Context: an optimization exercise on an open-source flow, tuned for small area, a short achievable clock period and few clock cycles per item. The choices shown serve that exercise and are no tape-out recipe.
Function was checked by simulation only, so behaviour that the tests miss may differ from the original.
No activity file was given, so power comes from the tool's default toggle rates.

Setup of run A:
==> flow/design.v (excerpt) <==
module dot_engine_top (
  input wire logic clk,
  input wire logic reset,
  input wire logic w_wr,
  input wire logic [dot_pkg::ADDR_W-1:0] w_addr,
  input wire logic [dot_pkg::WORD_W-1:0] w_data,
  input wire logic start,
  input wire logic [dot_pkg::ADDR_W-1:0] vec_last,
  input wire logic act_valid,
  input wire logic [dot_pkg::WORD_W-1:0] act_data,
  output logic busy,
  output logic done,
  output logic signed [dot_pkg::RES_W-1:0] result
);
export LEC_CHECK = 0
export ABC_AREA = 1
export CAP_MARGIN = 20
export CORE_MARGIN = 2
export CORE_UTILIZATION = 65
export CTS_CLUSTER_DIAMETER = 80
export CTS_CLUSTER_SIZE = 30
export SETUP_SLACK_MARGIN = 2.35
export SLEW_MARGIN = 20
create_clock -name core_clock -period 5.0 [get_ports {clk}]
standard.sh (not shown) runs the stock make flow with config.mk's settings and CLKGATE_MAP_FILE= SYNTH_SCRIPT=/design/flow/synth_recipe.tcl, a recipe that flattens the netlist after the stock synthesis.
==> flow/flow/run.sh <==
#!/bin/bash
# The standard layout (the standard.sh), except that the buffers that
# buffer_ports puts on every input and output port are buf_1 cells; the
# resizer sizes them up where timing needs it.
set -euo pipefail
bash standard.sh "BUFFER_PORTS_ARGS=-buffer_cell sky130_fd_sc_hd__buf_1" finish > flow_standard.log 2>&1
Run A finished every stage and its layout cleared the timing, DRC and antenna checks.
Testbench counts of run A, summed over its fixed seeds: cycles 14,859, items 1,280.
--- input diff run A..run B ---
- changing CORE_UTILIZATION from 65 to 72
- removing ABC_AREA (formerly 1)
- Run B reports its category of the critical setup timing path as reg2reg while run A reports in2reg.
- A most common library cell in the layout ignoring fill and taps of edfxtp_1 is what run B shows, while nand2_1 belongs to run A.
- Relative to run A, the cell area measured on run B has decreased by a few percent.
- Synthesized-area fraction occupied by xor and xnor cells ended up 0.58 points higher on run B than on run A.
- Run B vs. run A: setup slack dropped 180 ps, number of signal-net inverters in the final layout dropped about 60%, largest driver fanout on the critical path dropped 18.
- As of run B, maximum frequency had fallen by a few percent compared to run A.
Modified inputs, run C compared to run B
- CORE_UTILIZATION now 65, was 72
Notes after the runs:
Between run C and run B, the switching share of power is lower for run B.
Diff run B -> run C | power share of the combinational group | increase of 0.6 points
Run C against run B: number of core rows went up 6.6%, share of final-layout standard cells stronger than drive strength 1 +0.73 points, design area was more or less identical.
In the metrics for run C and run B, the one carrying the lower required time of the worst setup path is run C.
Run C went all the way through the flow, and no timing, DRC or antenna check failed.
Relative to run B, routed wire length increased by 3.2% in run C.

Setup of v17:
Another version of the RTL of dot_engine_top (not shown whole).
For scale: ~710 flip-flops, about 110 I/O pins.
clock: 5.0 ns
lec_check: 0
abc_area: 1
cap_margin: 20
core_margin: 2
core_utilization: 65
cts_cluster_diameter: 80
cts_cluster_size: 30
place_density: 0.75
setup_slack_margin: 2.35
slew_margin: 20
Scripts as last shown in full above: flow/flow/run.sh
Testbench counts of v17, summed over its fixed seeds: cycles 14,859, items 1,280.
--- input diff v17..v52 ---
-- flow/config.mk --
<<< v17, line 12
export CTS_CLUSTER_DIAMETER = 80
export CTS_CLUSTER_SIZE = 30
export PLACE_DENSITY = 0.75
export SETUP_SLACK_MARGIN = 2.35
export SLEW_MARGIN = 20
>>> v52, line 12
export CTS_CLUSTER_DIAMETER = 80
export CTS_CLUSTER_SIZE = 30
export SETUP_SLACK_MARGIN = 2.45
export SLEW_MARGIN = 20
[summary]
The layout cell share with drive strength beyond 1 in v52 was higher than what v17 gave. A highest signal layer in the routed design of met4 is what v17 shows, while met5 belongs to v52. Compared with v17, v52 is hungrier on power. v52 — worst setup margin 0.069 ns higher, v17 as reference. The final reports for v52 and v17 show area of all placed cells without fillers higher in the former. Post-synthesis to final-layout area growth | v52 above v17. Non-clock buffer count came out higher on v52 than on v17. From v17 to v52, y dimension of the die did not move at all. In the metrics for v52 and v17, the one carrying the higher final cycle utilization of the critical path is v17.
Changes in v1 relative to v52:
-- flow/config.mk --
<<< v52, line 12
export CTS_CLUSTER_DIAMETER = 80
export CTS_CLUSTER_SIZE = 30
export SETUP_SLACK_MARGIN = 2.45
export SLEW_MARGIN = 20
>>> v1, line 12
export CTS_CLUSTER_DIAMETER = 80
export CTS_CLUSTER_SIZE = 30
export SETUP_SLACK_MARGIN = 2.55
export SLEW_MARGIN = 20
### Flow results
- Between v52 and v1, worst-case vdd ir drop is lower for v1, v52 comes in above that.
- v1 ends up with higher longest individual stage delay on the worst path than v52 does.
- Comparing v52 and v1, the lower worst hold slack was measured on v52.
- No stage failed in v1, and the final checks on the layout all came back clean.

-- what the ideal ports hide --
The results above use ideal ports. As a check the final layouts listed here were re-extracted and re-timed, cells and wires unchanged. Step 1, drivers: a clkbuf_16 drives clk and a buf_2 each remaining input, both assumed. Step 2 times the ports against the registers' clock, not the clock port: input delays grow and output delays shrink by t, the midpoint of the rising clock arrivals with the driver on. Three values: no drivers, after step 1, after step 2; two values: the first two.
run | t, ns | slack for setup (ns) | latest minus earliest clock arrival (ns)
run A | 0.641 | 2.365 / 2.408 / 1.766 | 0.046 / 0.045
run B | 0.682 | 2.185 / 2.185 / 1.539 | 0.027 / 0.027
run C | 0.704 | 2.195 / 2.206 / 1.521 | 0.035 / 0.035
v17 | 0.680 | 2.398 / 2.398 / 1.866 | 0.023 / 0.023
v52 | 0.642 | 2.467 / 2.467 / 1.879 | 0.030 / 0.030
v1 | 0.647 | 2.376 / 2.376 / 1.871 | 0.046 / 0.045
After both steps every run listed still meets setup and hold. For run C, which loses most, drivers alone change the setup slack by +0.011 ns; drivers and shift together by -0.674 ns.
